Background: an optimization exercise with open tools, aiming at small area, a short achievable clock period and few clock cycles. Do not read the settings as production practice.
At most, simulation tests tie the RTL to the original design; equivalence was not proved.
Only the layout flow was run in run 3; the RTL was not checked for function there.
No activity file was given, so power comes from the tool's default toggle rates.

### design.v
`default_nettype none
package i2cms_pkg;
  localparam int unsigned BUFFER_BYTES_DEF = 32;
  localparam int unsigned MODE_W   = 3;
  localparam int unsigned ADDR_W   = 7;
  localparam int unsigned COUNT_W  = 8;
  localparam int unsigned INDEX_W  = 5;
  localparam int unsigned BYTE_W   = 8;
  localparam int unsigned STATUS_W = 4;
  localparam int unsigned RC_W     = 3;
  localparam int unsigned ACT_W    = 4;
  localparam int unsigned PHASE_W  = 3;
  localparam int unsigned AVAIL_W  = 6;
  typedef enum logic [MODE_W-1:0] {
    MODE_STAGE    = 3'd0,
    MODE_REQ_WR   = 3'd1,
    MODE_REQ_RD   = 3'd2,
    MODE_EVENT    = 3'd3,
    MODE_READ_BUF = 3'd4
  } mode_e;
  typedef enum logic [STATUS_W-1:0] {
    ST_START      = 4'd0,
    ST_REP_START  = 4'd1,
    ST_MT_SLA_ACK = 4'd2,
    ST_MT_DAT_ACK = 4'd3,
    ST_MT_SLA_NAK = 4'd4,
    ST_MT_DAT_NAK = 4'd5,
    ST_ARB_LOST   = 4'd6,
    ST_MR_DAT_ACK = 4'd7,
    ST_MR_SLA_ACK = 4'd8,
    ST_MR_DAT_NAK = 4'd9,
    ST_MR_SLA_NAK = 4'd10,
    ST_NO_INFO    = 4'd11,
    ST_BUS_ERROR  = 4'd12
  } status_e;
  typedef enum logic [ACT_W-1:0] {
    ACT_NONE          = 4'd0,
    ACT_START         = 4'd1,
    ACT_SEND          = 4'd2,
    ACT_ACK           = 4'd3,
    ACT_NACK          = 4'd4,
    ACT_STOP          = 4'd5,
    ACT_STOP_START    = 4'd6,
    ACT_RELEASE       = 4'd7,
    ACT_RELEASE_START = 4'd8
  } action_e;
  typedef enum logic [RC_W-1:0] {
    RC_OK        = 3'd0,
    RC_TOO_LONG  = 3'd1,
    RC_ADDR_NACK = 3'd2,
    RC_DATA_NACK = 3'd3,
    RC_OTHER     = 3'd4
  } rc_e;
  typedef enum logic [PHASE_W-1:0] {
    PH_READY = 3'd0,
    PH_TX    = 3'd1,
    PH_RX    = 3'd2,
    PH_WPEND = 3'd3,
    PH_RPEND = 3'd4
  } phase_e;
  typedef struct packed {
    logic load_in;
    logic fetch;
    logic exec;
    logic copy_step;
    logic load_out;
  } cmd_t;
  typedef struct packed {
    logic copy_start;
    logic copy_last;
  } stat_t;
endpackage
`default_nettype wire
`default_nettype none
module i2c_master_transfer_sequencer (
  input  wire logic       clk_i,
  input  wire logic       rst_ni,
  input  wire logic       in_valid_i,
  output logic            in_ready_o,
  input  wire logic [2:0] mode_i,
  input  wire logic [6:0] target_address_i,
  input  wire logic [7:0] byte_count_i,
  input  wire logic [4:0] byte_index_i,
  input  wire logic [7:0] data_byte_i,
  input  wire logic [3:0] bus_status_i,
  output logic            out_valid_o,
  input  wire logic       out_ready_i,
  output logic      [2:0] return_code_o,
  output logic      [3:0] bus_action_o,
  output logic      [7:0] bus_byte_o,
  output logic      [2:0] driver_state_o,
  output logic      [5:0] bytes_available_o,
  output logic      [7:0] buffer_byte_o
);
  localparam logic [3:0] A_NONE = 4'd0, A_START = 4'd1, A_SEND = 4'd2,
                         A_ACK = 4'd3, A_NACK = 4'd4, A_STOP = 4'd5,
                         A_STOP_START = 4'd6, A_RELEASE = 4'd7,
                         A_RELEASE_START = 4'd8;
  logic iv_q;       
  logic ov_q;       
  logic sv_q;       
  logic rdy_q;      
  logic exec;       
  logic out_free;
  assign exec     = iv_q & ~sv_q;
  assign out_free = ~ov_q | out_ready_i;
  assign in_ready_o  = rdy_q;
  assign out_valid_o = ov_q;
  logic iv_d, sv_d;
  always_comb begin
    iv_d = rdy_q ? in_valid_i : iv_q;
    sv_d = out_free ? 1'b0 : (sv_q | iv_q);
  end
  always_ff @(posedge clk_i or negedge rst_ni) begin
    if (!rst_ni) begin
      iv_q  <= 1'b0;
      ov_q  <= 1'b0;
      sv_q  <= 1'b0;
      rdy_q <= 1'b0;
    end else begin
      iv_q  <= iv_d;
      sv_q  <= sv_d;
      if (out_free) ov_q <= sv_q | iv_q;
      rdy_q <= ~(iv_d & sv_d);
    end
  end
  logic [6:0] a_q;
  logic [7:0] c_q;
  logic [7:0] xs_hi;                                   
  logic [3:0] xs_lo;
  logic [7:0] d_q;
  logic       k_stg, k_wr, k_rd, k_tl, k_ev, k_rb;    
  logic       e_awd, e_tx, e_rx, e_fin, e_take, e_rel, e_set;  
  logic [2:0] e_err;
  logic       in_tl;
  logic       in_ev;
  logic       in_stg;
  assign in_tl  = (byte_count_i > 8'd32);
  assign in_ev  = in_valid_i & (mode_i == 3'd3);
  assign in_stg = in_valid_i & (mode_i == 3'd0);
  always_ff @(posedge clk_i) begin
    if (rdy_q) begin
      a_q    <= target_address_i;
      c_q    <= byte_count_i;
      for (int g = 0; g < 8; g++) xs_hi[g] <= in_stg & (byte_index_i[4:2] == 3'(g));
      for (int g = 0; g < 4; g++) xs_lo[g] <= (byte_index_i[1:0] == 2'(g));
      d_q    <= data_byte_i;
      k_stg  <= in_stg;
      k_wr   <= in_valid_i & (mode_i == 3'd1) & ~in_tl;
      k_rd   <= in_valid_i & (mode_i == 3'd2) & ~in_tl;
      k_tl   <= in_valid_i & ((mode_i == 3'd1) | (mode_i == 3'd2)) & in_tl;
      k_ev   <= in_ev;
      k_rb   <= in_valid_i & (mode_i == 3'd4);
      e_awd  <= in_ev & (bus_status_i <= 4'd1);
      e_tx   <= in_ev & ((bus_status_i == 4'd2) | (bus_status_i == 4'd3));
      e_rx   <= in_ev & ((bus_status_i == 4'd7) | (bus_status_i == 4'd8));
      e_fin  <= in_ev & ((bus_status_i == 4'd4) | (bus_status_i == 4'd5) |
                         (bus_status_i == 4'd6) | (bus_status_i == 4'd9) |
                         (bus_status_i == 4'd10) | (bus_status_i == 4'd12));
      e_take <= in_ev & ((bus_status_i == 4'd7) | (bus_status_i == 4'd9));
      e_rel  <= (bus_status_i == 4'd6);
      e_set  <= in_ev & ((bus_status_i == 4'd4) | (bus_status_i == 4'd5) |
                         (bus_status_i == 4'd6) | (bus_status_i == 4'd12));
      e_err  <= (bus_status_i == 4'd4) ? 3'd2 :
                (bus_status_i == 4'd5) ? 3'd3 : 3'd4;
    end
  end
  logic       p_tx, p_rx, p_wp, p_rp;    
  logic [2:0] err_q;
  logic [5:0] pos_q;
  logic [6:0] rem_q;                     
  logic [7:0] awd_q;
  logic [6:0] pa_q;                      
  logic [5:0] pc_q;                      
  logic       lt, lt1;                   
  logic [4:0] rda_q;                     
  logic [7:0] stg [32];
  logic [7:0] xf  [32];
  logic       p_rdy;
  logic       take, step, fin, lw, lr, lw_req, lw_fin;
  logic [4:0] rl_in, rl_pc;
  logic [7:0] xf_rd;
  assign p_rdy  = ~(p_tx | p_rx | p_wp | p_rp);
  assign rl_in  = (c_q[5:0] == 6'd0) ? 5'd0 : 5'(c_q[5:0] - 6'd1);
  assign rl_pc  = (pc_q == 6'd0) ? 5'd0 : 5'(pc_q - 6'd1);
  assign take   = e_take & ~pos_q[5];
  assign step   = (e_tx & lt) | take;
  assign fin    = e_fin | (e_tx & ~lt);
  assign lw_req = k_wr & p_rdy;
  assign lw_fin = fin & p_wp;
  assign lw     = lw_req | lw_fin;
  assign lr     = (k_rd & p_rdy) | (fin & p_rp);
  assign xf_rd   = xf[rda_q];
  logic       n_tx, n_rx, n_wp, n_rp;
  logic [2:0] n_err;
  logic [5:0] n_pos;
  logic [6:0] n_rem;
  logic [7:0] n_awd;
  logic [6:0] n_wa;
  logic [5:0] n_wc;
  logic [6:0] n_ra;
  logic [4:0] n_rl;
  logic       pend;
  assign pend = (k_wr | k_rd) & ~p_rdy;
  always_comb begin
    n_wa = k_wr ? a_q : pa_q;
    n_wc = k_wr ? c_q[5:0] : pc_q;
    n_ra = k_rd ? a_q : pa_q;
    n_rl = k_rd ? rl_in : rl_pc;
    n_tx = p_tx; n_rx = p_rx; n_wp = p_wp; n_rp = p_rp;
    n_err = e_set ? e_err : err_q;
    n_pos = step ? pos_q + 6'd1 : pos_q;
    n_rem = step ? rem_q - 7'd1 : rem_q;
    n_awd = awd_q;
    if (pend) begin
      n_tx = 1'b0; n_rx = 1'b0; n_wp = k_wr; n_rp = k_rd;
    end
    if (fin & ~p_wp & ~p_rp) begin
      n_tx = 1'b0; n_rx = 1'b0;
    end
    if (lw) begin
      n_tx = 1'b1; n_rx = 1'b0; n_wp = 1'b0; n_rp = 1'b0;
      n_err = 3'd0;
      n_pos = 6'd0;
      n_rem = {1'b0, n_wc};
      n_awd = {n_wa, 1'b0};
    end
    if (lr) begin
      n_tx = 1'b0; n_rx = 1'b1; n_wp = 1'b0; n_rp = 1'b0;
      n_err = 3'd0;
      n_pos = 6'd0;
      n_rem = {2'b00, n_rl};
      n_awd = {n_ra, 1'b1};
    end
  end
  logic n_lt, n_lt1, n_wc_nz, n_wc_gt1;
  always_comb begin
    n_wc_nz  = (n_wc != 6'd0);
    n_wc_gt1 = (n_wc[5:1] != 5'd0);
    if (lw) begin
      n_lt  = n_wc_nz;
      n_lt1 = n_wc_gt1;
    end else if (lr) begin
      n_lt  = (n_rl != 5'd0);
      n_lt1 = (n_rl[4:1] != 4'd0);
    end else if (step) begin
      n_lt  = lt1;
      n_lt1 = ~rem_q[6] & (rem_q[5:0] > 6'd2);
    end else begin
      n_lt  = lt;
      n_lt1 = lt1;
    end
  end
  logic [5:0] pos_e;
  assign pos_e = exec ? n_pos : pos_q;
  always_ff @(posedge clk_i or negedge rst_ni) begin
    if (!rst_ni) begin
      rda_q <= 5'd0;
    end else if (rdy_q) begin
      rda_q <= (mode_i == 3'd4) ? byte_index_i : pos_e[4:0];
    end
  end
  always_ff @(posedge clk_i or negedge rst_ni) begin
    if (!rst_ni) begin
      lt    <= 1'b0;
      lt1   <= 1'b0;
      p_tx  <= 1'b0;
      p_rx  <= 1'b0;
      p_wp  <= 1'b0;
      p_rp  <= 1'b0;
      err_q <= 3'd0;
      pos_q <= 6'd0;
      rem_q <= 7'd0;
      awd_q <= 8'd0;
    end else if (exec) begin
      lt    <= n_lt;
      lt1   <= n_lt1;
      p_tx  <= n_tx;
      p_rx  <= n_rx;
      p_wp  <= n_wp;
      p_rp  <= n_rp;
      err_q <= n_err;
      pos_q <= n_pos;
      rem_q <= n_rem;
      awd_q <= n_awd;
    end
  end
  always_ff @(posedge clk_i) begin
    if (exec && pend) begin
      pa_q <= a_q;
      pc_q <= c_q[5:0];
    end
  end
  always_ff @(posedge clk_i) begin
    for (int i = 0; i < 32; i++) begin
      if (exec && xs_hi[i/4] && xs_lo[i%4]) stg[i] <= d_q;
    end
  end
  logic [31:0] cp_en, tk_en, hd_en;
  always_comb begin
    for (int i = 0; i < 32; i++) begin
      cp_en[i] = exec & ((lw_req & (6'(i) < c_q[5:0])) | (lw_fin & (6'(i) < pc_q)));
      tk_en[i] = exec & take & (rda_q == 5'(i)) & ~cp_en[i];
      hd_en[i] = ~(cp_en[i] | tk_en[i]);
    end
  end
  always_ff @(posedge clk_i) begin
    for (int i = 0; i < 32; i++) begin
      xf[i] <= ({8{cp_en[i]}} & stg[i]) | ({8{tk_en[i]}} & d_q) |
               ({8{hd_en[i]}} & xf[i]);
    end
  end
  logic [2:0] rc_d;
  logic [3:0] act_d;
  logic [7:0] byte_d;
  logic [2:0] ph_d;
  logic [5:0] avail_d;
  logic [7:0] bufb_d;
  always_comb begin
    rc_d = 3'd0;
    if (k_tl) rc_d = 3'd1;
    else if ((k_wr | k_rd) & ~p_rdy) rc_d = err_q;
    else if (k_ev) rc_d = (lw | lr) ? 3'd0 : n_err;
    act_d = A_NONE;
    if ((k_wr | k_rd) & p_rdy) act_d = A_START;
    if (e_awd | (e_tx & lt)) act_d = A_SEND;
    if (e_rx) act_d = (take ? lt1 : lt) ? A_ACK : A_NACK;
    if (fin) begin
      if (p_wp | p_rp) act_d = e_rel ? A_RELEASE_START : A_STOP_START;
      else             act_d = e_rel ? A_RELEASE : A_STOP;
    end
    byte_d = e_awd ? awd_q : ((e_tx & lt) ? xf_rd : 8'd0);
    ph_d = n_tx ? 3'd1 : n_rx ? 3'd2 : n_wp ? 3'd3 : n_rp ? 3'd4 : 3'd0;
    avail_d = 6'd0;
    bufb_d  = 8'd0;
    if (k_rb) begin
      avail_d = ({2'b00, pos_q} < c_q) ? pos_q : c_q[5:0];
      bufb_d  = xf_rd;
    end
  end
  logic [31:0] res_d, o_q;
  logic [18:0] sk_d, sk_q;
  logic [31:0] sk_x;
  assign res_d = {rc_d, act_d, byte_d, ph_d, avail_d, bufb_d};
  assign sk_d  = {k_rb, ph_d, (k_rb ? bufb_d : byte_d),
                  (k_rb ? {1'b0, avail_d} : {rc_d, act_d})};
  assign sk_x  = sk_q[18] ? {7'd0, 8'd0, sk_q[17:15], sk_q[5:0], sk_q[14:7]}
                          : {sk_q[6:0], sk_q[14:7], sk_q[17:15], 6'd0, 8'd0};
  always_ff @(posedge clk_i) begin
    if (iv_q && exec && !out_free) sk_q <= sk_d;
    if (out_free) o_q <= sv_q ? sk_x : res_d;
  end
  assign {return_code_o, bus_action_o, bus_byte_o, driver_state_o,
          bytes_available_o, buffer_byte_o} = o_q;
endmodule
`default_nettype wire
### run.sh
#!/bin/bash
# synth_recipe.tcl (not shown) runs the flow's synth.tcl, then flattens the netlist and writes it again
# the make line also repeats each setting of config.mk as NAME=value (left out here)
make -C /OpenROAD-flow-scripts/flow DESIGN_CONFIG=/design/flow/config.mk WORK_HOME=/design/flow/orfs CLKGATE_MAP_FILE= SYNTH_SCRIPT=/design/flow/synth_recipe.tcl finish
### config.mk
export PLATFORM = sky130hd
export DESIGN_NAME = i2c_master_transfer_sequencer
export DESIGN_NICKNAME = i2c_master_transfer_sequencer
export VERILOG_FILES = /design/flow/design.v
export SDC_FILE = /design/flow/constraint.sdc
export NUM_CORES = 4
export LEC_CHECK = 0
export ABC_CLOCK_PERIOD_IN_PS = 2400
export CAP_MARGIN = 20
export CORE_MARGIN = 2
export CORE_UTILIZATION = 60
export CTS_BUF_LIST = sky130_fd_sc_hd__clkbuf_8
export SETUP_SLACK_MARGIN = 3.1
export SLEW_MARGIN = 20
export TNS_END_PERCENT = 20
### constraint.sdc
create_clock -name core_clock -period 5.5 [get_ports {clk_i}]
set_input_delay 1.1000 -clock core_clock [delete_from_list [all_inputs] [get_ports {clk_i}]]
set_output_delay 1.1000 -clock core_clock [all_outputs]
set_load 0.01 [all_outputs]
==> results of run 1 <==
## cells in the final DEF, fill, tap and decap left out, drive strengths merged, types with 20 or more instances in the layout
cell type	instances
a21oi	78
nor2b	22
a22o	106
nand3	112
mux2i	31
nand4	20
a21o	89
a32oi	22
and3	89
o21ai	82
inv	165
nor3	45
edfxtp	370
dlygate4sd2	33
buf	180
nand2	165
a22oi	73
clkdlybuf4s50	37
and2	26
clkbuf	122
dfxtp	256
clkinv	22
dfrtp	39
a221o	58
nor2	127
a222oi	58
## worst min-delay path by stage
| stage | startpoint | endpoint | slack, ns | depth (start not counted) |
|---|---|---|---|---|
| 2_1_floorplan | xf[14][0] | xf[14][0] | 0.41 | 2 |
| 3_5_place_dp | xf[25][3] | xf[25][3] | 0.43 | 2 |
| 4_1_cts | xf[25][4] | xf[25][4] | 0.45 | 2 |
| 6_report | stg[9][5] | xf[9][5] | 0.43 | 2 |
| 5_1_grt | a_q[4] | pa_q[4] | 0.45 | 0 |
| 3_3_place_gp | stg[19][3] | xf[19][3] | 0.43 | 2 |
## power by group through the flow
stage	sequential [mW]	combinational, mW	clock (mW)
after CTS	7.67	4.06	4.18
after global placement	7.76	3.17	0
after detailed placement	7.77	3.30	0
final	7.79	4.34	4.17
after global routing	7.78	4.55	4.38
after floorplan	7.02	2.21	0
## layer usage
metal,global-route usage [%],up-vias,routed length (um)
met3,13.46,315,13990
li1,-,9831,-
met4,21.07,9,6127
met2,62.12,1703,44330
met1,58.19,11541,39440
met5,0,-,141
## flip-flops by register name, indices dropped and copies added (netlist names), 3 cells and up
register	cells
a_q	7
awd_q	8
c_q	8
d_q	8
e_err	3
err_q	3
o_q	32
pa_q	7
pc_q	6
pos_q	6
rda_q	5
rem_q	7
sk_q	19
stg	256
xf	256
xs_hi	8
xs_lo	4
## kinds of logic (layout without fill, tap and decap cells)
family | after synthesis | in the layout | share of synthesized area, %
compound gates | 712 | 712 | 19.62
mux | 43 | 43 | 1.600
xor+xnor | 9 | 9 | 0.2808
simple gates | 706 | 707 | 12.85
buf+inv | 274 | 569 | 3.721
other cells | 0 | 9 | 0
fa+ha+maj | 14 | 14 | 0.6239
flops | 665 | 665 | 61.31
## worst min-delay path: cells and delay by family (launching register included)
| kind | cells | cell delay [ns] |
|---|---|---|
| AO/OA/AOI/OAI | 2 | 0.12 |
| flip-flops | 1 | 0.32 |
## timing repair
item                                   4_1_cts  5_1_grt
buffers inserted                           104       29
setup endpoints to repair                  464      385
pin swaps                                   57       20
resized for setup                          322       71
gates cloned                                 5        0
endpoints found under the hold margin        0        0
## metrics by stage
step	total power, mW	std cells	setup WS, ns	util (%)
3_5_place_dp	11.07	2990	1.745	63.36
3_3_place_gp	10.93	2989	1.424	63.32
6_report	16.31	3335	2.772	73.84
2_1_floorplan	9.231	2423	2.981	-
5_1_grt	16.71	3327	2.785	73.80
4_1_cts	15.91	3297	2.869	72.65
## area by class of cell
type                            instances  area [sq um]  share of cell area, %
Antenna cell                            9         22.52                0.06579
Tap cell                              607         759.5                  2.219
Sequential cell                       665         17230                  50.34
Timing Repair Buffer                  253          2426                  7.088
Inverter                              118         446.7                  1.305
Clock buffer                          122          1679                  4.905
Multi-Input combinational cell       1485         11230                  32.82
Clock inverter                         76         431.7                  1.261
## Yosys cell counts (all sizes together) (6+ instances only)
cell type / number
edfxtp: 370
dfxtp: 256
nand2: 165
clkbuf: 128
nor2: 127
inv: 118
nand3: 112
a22o: 106
a21o: 89
and3: 89
o21ai: 82
a21oi: 78
a22oi: 73
a221o: 58
a222oi: 58
nor3: 45
dfrtp: 39
mux2i: 31
buf: 28
and2: 26
a32oi: 22
nor2b: 21
nand4: 20
a31oi: 17
o22ai: 17
nand2b: 16
nor4: 16
a32o: 15
o2111ai: 15
ha: 14
o211ai: 13
mux2: 12
and4: 11
nor3b: 10
or3: 10
a211o: 9
and3b: 9
or2: 9
a2111oi: 6
a211oi: 6
nand3b: 6
o31ai: 6
or4: 6
==> impl_metrics.toml, run 1 <==
[status]
status = "timing/DRC/antenna clean"

[setup_path]
worst-path-stages = 8
worst_r2r_endpoint = "o_q[1]"
critPathCapture = "o_q[1]"
path_cells = "buf_4 > nor3b_2 > buf_6 > and2_4 > a32oi_1 > o2111ai_2 > o32a_1 > a22o_1"
worst_path_max_delay_cell = "dfrtp_4"
r2r_start = "rda_q[3]"
worst-setup-path-type = "flip-flop to flip-flop"
end_kind = "flip-flop"
max_stage_delay_ns = 0.50
crit_required_ns = 5.97
reg2reg_slack_ns = 2.77
critPathLaunchType = "flip-flop"
reg2regPathDepth = 8
cp_top_family = "compound AO/OA/AOI/OAI gates"
path_buf_inv = 2
critPathArrivalTime_ns = 3.20
critPathLaunch = "rda_q[3]"
critPathMaxFanout = 12

[timing]
post-route-period-util_pct = 49.59
max_slew_margin_pct = 24.79
final_max_slew_viol_count = 0
tns_ns = 0
fin_crit_ns = 2.728
tightest_slew_ns = 1.126
finalHoldViolations = 0
rsz0062_at_grt = "yes"
finalClockSkew_ns = 0.05120
setup_violations = 0
whs_ns = 0.4337
max_freq_ghz = 0.3666

[finish]
drive_gt1_share_pct = 20.67
fill_cells = 3209
area_delta_synth_final_pct = 21.93
nets = 2680
final_area_sq_um = 34230

[power_and_ir_drop]
comb_power_share_pct = 26.6
intPower_mw = 10.51
p_sw_share_pct = 35.57
powerDensity_nw_per_um2 = 476.4
p_seq_share_pct = 47.8
p_clk_share_pct = 25.6
power.leakage_nw = 13.85
power_switching_mw = 5.801
irDropWorstVdd_mv = 0.4083

[yosys]
synth-edff-count = 370
yosys_warnings = 3
syn_inst = 2423
ys_seq_area_share_pct = 61.31
synth_seq_cells = 665
ys.flop_type = "edfxtp_1"
syn-num-nets = 2476
yosysUniqueCellTypes = 78
async_flop_share_pct = 5.865
syn-cell-area_sq_um = 28070
syn-mean-instance-area_sq_um = 11.59
synth_top_cell_area_share_pct = 39.58
yosys.area.top_type = "edfxtp_1"
synth_area_leaders = "edfxtp_1 40%, dfxtp_1 18%, dfrtp_1 3.5%"

[grt]
grt_pass1_wl_um = 148700
grt-ovfl-total = 0
antenna_found_initial = 7
grt_usage_pct = 42.76
grt_max_degree = 81
grt_pass1_vias = 21591

[die]
die_height_um = 220.3
die_area_sq_um = 48540
core_sq_um = 46360
initial_core_util_pct = 60.56
die_x_um = 220.3
num_rows = 79
ios = 73

[drt]
routed-via-count = 23399
ant_nets = 0
wl_per_cell_um = 31.19
drt_wl_total_um = 104000
drc = 0
drt_iter0_markers = 3555
drt-pass1-iter-count = 8
via_per_inst = 7.016

[place]
dp_hpwl_um = 68800
place.gp.congestion = 1.064
post_dp_cell_area_sq_um = 29370
port-buffer-count = 72

[cts]
cts.sinks = 665
cts_tree = "built"
cts_buffer_depth = 3
postCtsHoldBufs = 0
cts-root-buf = "clkbuf_8"
clk_pin_slew_ns = 0.06
htree_levels = 3
cts_buffers = 104
clock_latency_ns = 0.74

[job]
drv_cap = 0

[hold_path]
hold_path.class = "flip-flop to flip-flop"
Testbench counts, summed over its fixed seeds: cycles 19,019.
==> run 2, diff against run 1 <==
--- a/config.mk
+++ b/config.mk
@@ -9,7 +9,6 @@
 export CAP_MARGIN = 20
 export CORE_MARGIN = 2
 export CORE_UTILIZATION = 60
-export CTS_BUF_LIST = sky130_fd_sc_hd__clkbuf_8
 export SETUP_SLACK_MARGIN = 3.1
 export SLEW_MARGIN = 20
 export TNS_END_PERCENT = 20
==> impl_metrics.toml, run 2 <==
[drt]
drt-pass1-iter-count = 11
drt_iter0_markers = 3575
drt_wl_total_um = 105000
routed-via-count = 23488
wl_per_cell_um = 32.02
via_per_inst = 7.165
drc = 0
ant_nets = 0

[cts]
cts_buffers = 68
cts.sinks = 665
cts_tree = "built"
htree_levels = 3
postCtsHoldBufs = 0
clock_latency_ns = 0.63
cts-root-buf = "clkbuf_16"
clk_pin_slew_ns = 0.07
cts_buffer_depth = 3

[timing]
tightest_slew_ns = 1.103
post-route-period-util_pct = 49.38
max_freq_ghz = 0.3682
finalClockSkew_ns = 0.02611
final_max_slew_viol_count = 0
setup_violations = 0
tns_ns = 0
rsz0062_at_grt = "yes"
finalHoldViolations = 0
fin_crit_ns = 2.716
max_slew_margin_pct = 26.34

[die]
ios = 73
num_rows = 79
die_area_sq_um = 48540
die_height_um = 220.3
die_x_um = 220.3
initial_core_util_pct = 60.56
core_sq_um = 46360

[finish]
post-route-util_pct = 74.78
mostFrequentLayoutCell = "edfxtp_1"
final_area_sq_um = 34670
drive_gt1_share_pct = 21.28
area_delta_synth_final_pct = 23.48
final_cell_mix = "370 x edfxtp_1, 256 x dfxtp_1, 157 x nand2_1"
nets = 2658
top_regs = "stg x256, xf x256, o_q x32"

[setup_path]
cp_top_family = "simple AND/OR/NAND/NOR gates"
crit_required_ns = 5.88
path_cells = "nor3b_4 > buf_12 > and3_1 > a2111oi_4 > nand3_2 > or4_4 > a32o_1"
reg2regPathDepth = 7
worst_path_max_delay_cell = "or4_4"
end_kind = "flip-flop"
critPathLaunchType = "flip-flop"
reg2reg_slack_ns = 2.78
critPathMaxFanout = 23
worst-setup-path-type = "flip-flop to flip-flop"
critPathArrivalTime_ns = 3.10
path_buf_inv = 1
worst-path-stages = 7
max_stage_delay_ns = 0.58

[yosys]
synth_seq_cells = 665
syn-cell-area_sq_um = 28070
syn-num-nets = 2476
ys.flop_type = "edfxtp_1"
ys_seq_area_share_pct = 61.31
yosysUniqueCellTypes = 78
syn_inst = 2423
yosys.area.top_type = "edfxtp_1"
async_flop_share_pct = 5.865
synth_top_cell_area_share_pct = 39.58
synth_area_leaders = "edfxtp_1 40%, dfxtp_1 18%, dfrtp_1 3.5%"
synth.most_common_cell = "edfxtp_1"
yosys_warnings = 3
synth-edff-count = 370
syn-mean-instance-area_sq_um = 11.59
synthTopCellsByCount = "370 x edfxtp_1, 256 x dfxtp_1, 165 x nand2_1, 128 x clkbuf_1, 126 x nor2_1"

[grt]
grt_pass1_vias = 21713
grt_usage_pct = 42.91
antenna_found_initial = 7
grt_pass1_wl_um = 149600
grt_max_degree = 81
grt-ovfl-total = 0

[job]
drv_cap = 0

[power_and_ir_drop]
irDropWorstVdd_mv = 0.5034
power.leakage_nw = 13.76
p_sw_share_pct = 34.45
powerDensity_nw_per_um2 = 488.5
p_seq_share_pct = 46.0
intPower_mw = 11.10
comb_power_share_pct = 25.8
power_switching_mw = 5.834
p_clk_share_pct = 28.2

[place]
dp_hpwl_um = 68800
port-buffer-count = 72
post_dp_cell_area_sq_um = 29370
place.gp.congestion = 1.064

[status]
status = "timing/DRC/antenna clean"

[hold_path]
hold_path.class = "flip-flop to flip-flop"
whs_path_depth = 2
run 2: cell families after synthesis:
kind of cell / synth area share [%]
compound gates: 19.62
xor+xnor: 0.2808
fa+ha+maj: 0.6239
buf+inv: 3.721
flops: 61.31
mux: 1.600
simple gates: 12.85
run 2: final cells by class:
| class | instances | area (sq um) |
|---|---|---|
| multi-input cells | 1486 | 11360 |
| clock inverters | 32 | 330.3 |
| diodes | 11 | 27.53 |
| inverters | 118 | 450.4 |
| fillers | 3009 | 11690 |
| clock buffers | 93 | 2001 |
| flip-flops and latches | 665 | 17230 |
| well taps | 607 | 759.5 |
| repair buffers | 266 | 2506 |
run 2: routing by layer:
| layer | wire [um] | GRT usage, % | up-vias |
|---|---|---|---|
| met5 | 22 | 0 | - |
| met4 | 6502 | 21.05 | 4 |
| met3 | 13940 | 11.67 | 379 |
| met2 | 45230 | 63.96 | 1786 |
| met1 | 39270 | 58.23 | 11538 |
| li1 | - | - | 9781 |
run 2: worst paths after layout:
kind | startpoint | end
min | stg[15][6] | xf[15][6]
min reg2reg | stg[15][6] | xf[15][6]
min in group asynchronous | rst_ni | rem_q[2]
max in group asynchronous | rst_ni | rda_q[3]
max reg2reg | rda_q[3] | sk_q[12]
max | rda_q[3] | sk_q[12]
run 2: power by group through the flow:
stage | Sequential, mW | Clock [mW] | Combinational [mW]
floorplan | 7.02 | 0 | 2.21
global placement | 7.76 | 0 | 3.17
detailed placement | 7.77 | 0 | 3.30
CTS | 7.66 | 4.78 | 4.08
global route | 7.77 | 4.97 | 4.58
finish | 7.79 | 4.77 | 4.37
run 2: through the flow:
step / cells / total power [mW] / hold WS, ns / setup WS, ns
CTS: 3232 / 16.52 / 0.4472 / 2.891
detailed placement: 2990 / 11.07 / 0.4342 / 1.745
finish: 3278 / 16.93 / 0.4496 / 2.784
global placement: 2989 / 10.93 / 0.4281 / 1.424
floorplan: 2423 / 9.231 / 0.4072 / 2.981
global route: 3267 / 17.31 / 0.4540 / 2.792
run 2: repair_timing:
action	in CTS	in global routing
endpoints found under the setup margin	497	367
setup buffers	115	34
gates resized for setup	333	78
cloned	2	1
pin swaps	68	37
run 2: worst reg2reg max path, stage by stage (launching register included):
cell       delay, ns
dfrtp_4         0.55
nor3b_4         0.20
buf_12          0.17
and3_1          0.23
a2111oi_4       0.31
nand3_2         0.19
or4_4           0.59
a32o_1          0.25
==> run 3, diff against run 2 <==
--- a/design.v
+++ b/design.v
@@ -125,13 +125,13 @@
     end
   end
   logic [6:0] a_q;
-  logic [7:0] c_q;
-  logic [7:0] xs_hi;                                   
-  logic [3:0] xs_lo;
+  logic [5:0] c_q;
+  logic       c_hi;                                    
+  logic [4:0] x_q;
   logic [7:0] d_q;
   logic       k_stg, k_wr, k_rd, k_tl, k_ev, k_rb;    
   logic       e_awd, e_tx, e_rx, e_fin, e_take, e_rel, e_set;  
-  logic [2:0] e_err;
+  logic       e_na, e_nd;                              
   logic       in_tl;
   logic       in_ev;
   logic       in_stg;
@@ -141,9 +141,9 @@
   always_ff @(posedge clk_i) begin
     if (rdy_q) begin
       a_q    <= target_address_i;
-      c_q    <= byte_count_i;
-      for (int g = 0; g < 8; g++) xs_hi[g] <= in_stg & (byte_index_i[4:2] == 3'(g));
-      for (int g = 0; g < 4; g++) xs_lo[g] <= (byte_index_i[1:0] == 2'(g));
+      c_q    <= byte_count_i[5:0];
+      c_hi   <= (byte_count_i[7:6] != 2'd0);
+      x_q    <= byte_index_i;
       d_q    <= data_byte_i;
       k_stg  <= in_stg;
       k_wr   <= in_valid_i & (mode_i == 3'd1) & ~in_tl;
@@ -161,8 +161,8 @@
       e_rel  <= (bus_status_i == 4'd6);
       e_set  <= in_ev & ((bus_status_i == 4'd4) | (bus_status_i == 4'd5) |
                          (bus_status_i == 4'd6) | (bus_status_i == 4'd12));
-      e_err  <= (bus_status_i == 4'd4) ? 3'd2 :
-                (bus_status_i == 4'd5) ? 3'd3 : 3'd4;
+      e_na   <= (bus_status_i == 4'd4);
+      e_nd   <= (bus_status_i == 4'd5);
     end
   end
   logic       p_tx, p_rx, p_wp, p_rp;    
@@ -181,7 +181,7 @@
   logic [4:0] rl_in, rl_pc;
   logic [7:0] xf_rd;
   assign p_rdy  = ~(p_tx | p_rx | p_wp | p_rp);
-  assign rl_in  = (c_q[5:0] == 6'd0) ? 5'd0 : 5'(c_q[5:0] - 6'd1);
+  assign rl_in  = (c_q == 6'd0) ? 5'd0 : 5'(c_q - 6'd1);
   assign rl_pc  = (pc_q == 6'd0) ? 5'd0 : 5'(pc_q - 6'd1);
   assign take   = e_take & ~pos_q[5];
   assign step   = (e_tx & lt) | take;
@@ -204,11 +204,11 @@
   assign pend = (k_wr | k_rd) & ~p_rdy;
   always_comb begin
     n_wa = k_wr ? a_q : pa_q;
-    n_wc = k_wr ? c_q[5:0] : pc_q;
+    n_wc = k_wr ? c_q : pc_q;
     n_ra = k_rd ? a_q : pa_q;
     n_rl = k_rd ? rl_in : rl_pc;
     n_tx = p_tx; n_rx = p_rx; n_wp = p_wp; n_rp = p_rp;
-    n_err = e_set ? e_err : err_q;
+    n_err = e_set ? (e_na ? 3'd2 : e_nd ? 3'd3 : 3'd4) : err_q;
     n_pos = step ? pos_q + 6'd1 : pos_q;
     n_rem = step ? rem_q - 7'd1 : rem_q;
     n_awd = awd_q;
@@ -288,18 +288,18 @@
   always_ff @(posedge clk_i) begin
     if (exec && pend) begin
       pa_q <= a_q;
-      pc_q <= c_q[5:0];
+      pc_q <= c_q;
     end
   end
   always_ff @(posedge clk_i) begin
     for (int i = 0; i < 32; i++) begin
-      if (exec && xs_hi[i/4] && xs_lo[i%4]) stg[i] <= d_q;
+      if (exec && k_stg && x_q == 5'(i)) stg[i] <= d_q;
     end
   end
   logic [31:0] cp_en, tk_en, hd_en;
   always_comb begin
     for (int i = 0; i < 32; i++) begin
-      cp_en[i] = exec & ((lw_req & (6'(i) < c_q[5:0])) | (lw_fin & (6'(i) < pc_q)));
+      cp_en[i] = exec & ((lw_req & (6'(i) < c_q)) | (lw_fin & (6'(i) < pc_q)));
       tk_en[i] = exec & take & (rda_q == 5'(i)) & ~cp_en[i];
       hd_en[i] = ~(cp_en[i] | tk_en[i]);
     end
@@ -334,7 +334,7 @@
     avail_d = 6'd0;
     bufb_d  = 8'd0;
     if (k_rb) begin
-      avail_d = ({2'b00, pos_q} < c_q) ? pos_q : c_q[5:0];
+      avail_d = (c_hi || (pos_q < c_q)) ? pos_q : c_q;
       bufb_d  = xf_rd;
     end
   end
--- a/config.mk
+++ b/config.mk
@@ -9,6 +9,7 @@
 export CAP_MARGIN = 20
 export CORE_MARGIN = 2
 export CORE_UTILIZATION = 60
+export CTS_BUF_LIST = sky130_fd_sc_hd__clkbuf_8
 export SETUP_SLACK_MARGIN = 3.1
 export SLEW_MARGIN = 20
 export TNS_END_PERCENT = 20
==> impl_metrics.toml, run 3 <==
[status]
status = "timing/DRC/antenna clean"

[power_and_ir_drop]
power.leakage_nw = 13.65
irDropWorstVdd_mv = 0.3809
power_mw = 16.55
powerDensity_nw_per_um2 = 475.7

[cts]
cts.sinks = 657
cts-root-buf = "clkbuf_8"
clk_pin_slew_ns = 0.06
clock_latency_ns = 0.73
cts_buffer_depth = 3
htree_levels = 3
postCtsHoldBufs = 0
cts_buffers = 100
cts_tree = "built"

[timing]
tightest_slew_ns = 1.319
tns_ns = 0
setup_violations = 0
fin_crit_ns = 2.890
max_slew_margin_pct = 12.06
finalHoldViolations = 0
rsz0062_at_grt = "yes"
finalClockSkew_ns = 0.03350
max_freq_ghz = 0.3460
final_max_slew_viol_count = 0
post-route-period-util_pct = 52.55
setup_slack_ns = 2.610

[place]
place.gp.congestion = 1.077
port-buffer-count = 72
dp_hpwl_um = 71420
dp_worst_setup_slack_ns = 1.667

[grt]
antenna_found_initial = 2
grt-ovfl-total = 0
grt_usage_pct = 43.96
grt_max_degree = 62
grt_pass1_wl_um = 151600
grt_pass1_vias = 22166

[yosys]
syn-mean-instance-area_sq_um = 11.27
syn-num-nets = 2524
yosys_warnings = 3
yosysUniqueCellTypes = 76
synthSimpleGateAreaFrac_pct = 14.29
synthTopCellsByCount = "362 x edfxtp_1, 256 x dfxtp_1, 221 x nand2_1, 186 x nor2_1, 145 x inv_1"
ys.flop_type = "edfxtp_1"
synthAdderAreaFrac_pct = 0.6288
ys_seq_area_share_pct = 60.93
synth-edff-count = 362
synth_area_leaders = "edfxtp_1 39%, dfxtp_1 18%, a222oi_1 4.0%"
async_flop_share_pct = 5.936
synth_compound_area_share_pct = 17.77
yosys.area.top_type = "edfxtp_1"
syn_inst = 2471
synth_top_cell_area_share_pct = 39.02
synth-xor-area-share_pct = 0.3144
syn-cell-area_sq_um = 27860
synth.most_common_cell = "edfxtp_1"
synth_top_family_by_area = "compound AO/OA/AOI/OAI gates"
synthMuxAreaShare_pct = 1.765
synth_seq_cells = 657

[die]
core_sq_um = 45580
die_x_um = 219.5
num_rows = 78
ios = 73
die_height_um = 219.5
initial_core_util_pct = 61.12
die_area_sq_um = 48160

[finish]
top_regs = "stg x256, xf x256, o_q x32"
final_cell_mix = "362 x edfxtp_1, 256 x dfxtp_1, 208 x nand2_1"
nets = 2768
drive_gt1_share_pct = 24.63
mostFrequentLayoutCell = "edfxtp_1"
post-route-util_pct = 76.34
area_delta_synth_final_pct = 24.91
fill_cells = 2884

[setup_path]
critPathLaunchType = "flip-flop"
end_kind = "flip-flop"
critPathMaxFanout = 13
reg2reg_slack_ns = 2.61
crit_required_ns = 5.96
critPathArrivalTime_ns = 3.35
worst-setup-path-type = "flip-flop to flip-flop"

[drt]
drt_iter0_markers = 4347
ant_nets = 0
via_per_inst = 7.112
drc = 0
drt_wl_total_um = 108300
drt-pass1-iter-count = 14
wl_per_cell_um = 31.80
routed-via-count = 24216

[hold_path]
hold_path.class = "flip-flop to flip-flop"

[job]
drv_cap = 0
## run 3: changes by cell type in the layout (fill, tap and decap cells not counted), moves of 14 or more
| cell | previous run | this run |
|---|---|---|
| a21o_1 | 89 | 27 |
| nand2_1 | 157 | 208 |
| and3_1 | 78 | 52 |
| inv_1 | 115 | 188 |
| a22o_1 | 103 | 36 |
| clkbuf_8 | 12 | 126 |
| clkbuf_16 | 72 | 1 |
| nor2_1 | 98 | 131 |
| buf_4 | 147 | 173 |
| a222oi_1 | 58 | 112 |
| and2_1 | 16 | 31 |
| a22oi_1 | 62 | 76 |
| nor2_4 | 14 | 32 |
| nand3_1 | 100 | 60 |
## run 3: area by class of cell
type | count | area, sq um | share of cell area, %
Clock buffer | 125 | 1720 | 4.944
Clock inverter | 64 | 279.0 | 0.8019
Antenna cell | 3 | 7.507 | 0.02158
Tap cell | 600 | 750.7 | 2.158
Timing Repair Buffer | 300 | 2919 | 8.389
Inverter | 145 | 546.8 | 1.571
Sequential cell | 657 | 16990 | 48.84
Multi-Input combinational cell | 1511 | 11580 | 33.28
## run 3: power breakdown
group | leakage, nW | internal, mW | switching, mW
clock | 1.19 | 2.05 | 1.91
combinational | 6.46 | 2.06 | 2.62
sequential | 6.00 | 6.38 | 1.53
## run 3: kinds of logic (layout without fill, tap and decap cells)
logic type | count (synthesis) | in the layout
AND/OR/NAND/NOR | 794 | 798
flip-flops | 657 | 657
AO/OA/AOI/OAI | 640 | 641
buffers and inverters | 308 | 634
multiplexers | 48 | 48
adder cells (fa/ha/maj) | 14 | 14
XOR/XNOR | 10 | 10
other | 0 | 3
## run 3: path summary, 6_finish.rpt
path,from,endpoint,cells past startpoint
min in group asynchronous,rst_ni,rem_q[3],2
hold / removal,stg[11][5],xf[11][5],2
max in group asynchronous,rst_ni,sv_q,2
setup / recovery,rda_q[3],o_q[6],9
hold reg to reg,stg[11][5],xf[11][5],2
setup reg to reg,rda_q[3],o_q[6],9
## run 3: critical path: stages (launching register included)
cell and delay, ns:
dfrtp_4 0.54, buf_12 0.13, buf_16 0.11, nor3_1 0.05
buf_4 0.21, nand3_1 0.18, nand4_1 0.12, or4_4 0.56
o32a_1 0.45, a22o_1 0.27
## run 3: timing repair
action | 4_1_cts | 5_1_grt
hold endpoints to repair | 0 | 0
gates cloned | 13 | 3
pin swaps | 55 | 45
resized for setup | 337 | 170
buffers inserted | 125 | 43
setup endpoints to repair | 648 | 593
## run 3: metal layers
layer / global-route usage (%) / vias to the layer above / part of all wire (%)
met5: 0 / - / 0.064
met4: 22.84 / 2 / 6.7
met3: 13.98 / 481 / 15
met2: 61.61 / 2047 / 41
met1: 61.17 / 11684 / 37
li1: - / 10002 / -
## run 3: per-stage QoR
step,hold slack [ns],std cells,cell area [sq um]
after detailed placement,0.4298,3028,29080
after global routing,0.4513,3403,34790
final,0.4406,3405,34790
after global placement,0.4223,3028,29080
after CTS,0.4315,3355,33720
after floorplan,0.4072,2471,27880

what the ideal ports hide:
No port has a modelled driver above. Below, the same layouts with a new extraction and two added sets of constraints. Step 1 (the two cells are an assumption about what drives the block):
set clk [get_ports {clk_i}]
set_driving_cell -lib_cell sky130_fd_sc_hd__clkbuf_16 $clk
set_driving_cell -lib_cell sky130_fd_sc_hd__buf_2 [delete_from_list [all_inputs] $clk]
Step 2 moves the port delays by t, midway between the first and last clock arrival at a register: inputs arrive t later, outputs are due t later. That takes back most of the time a late clock gives input paths. Slacks: no drivers / after step 1 / after step 2; pairs: no drivers / after step 1.
| run | t, ns | slack for setup (ns) | worst setup path after step 2 |
|---|---|---|---|
| run 1 | 0.777 | 2.772 / 2.772 / 2.345 | input to register |
| run 2 | 0.676 | 2.784 / 2.784 / 2.313 | input to register |
| run 3 | 0.772 | 2.610 / 2.610 / 2.569 | input to register |
After both steps setup and hold are still met in every run listed. For run 2, which loses most, drivers alone change the setup slack by 0.000 ns; drivers and shift together by -0.471 ns.
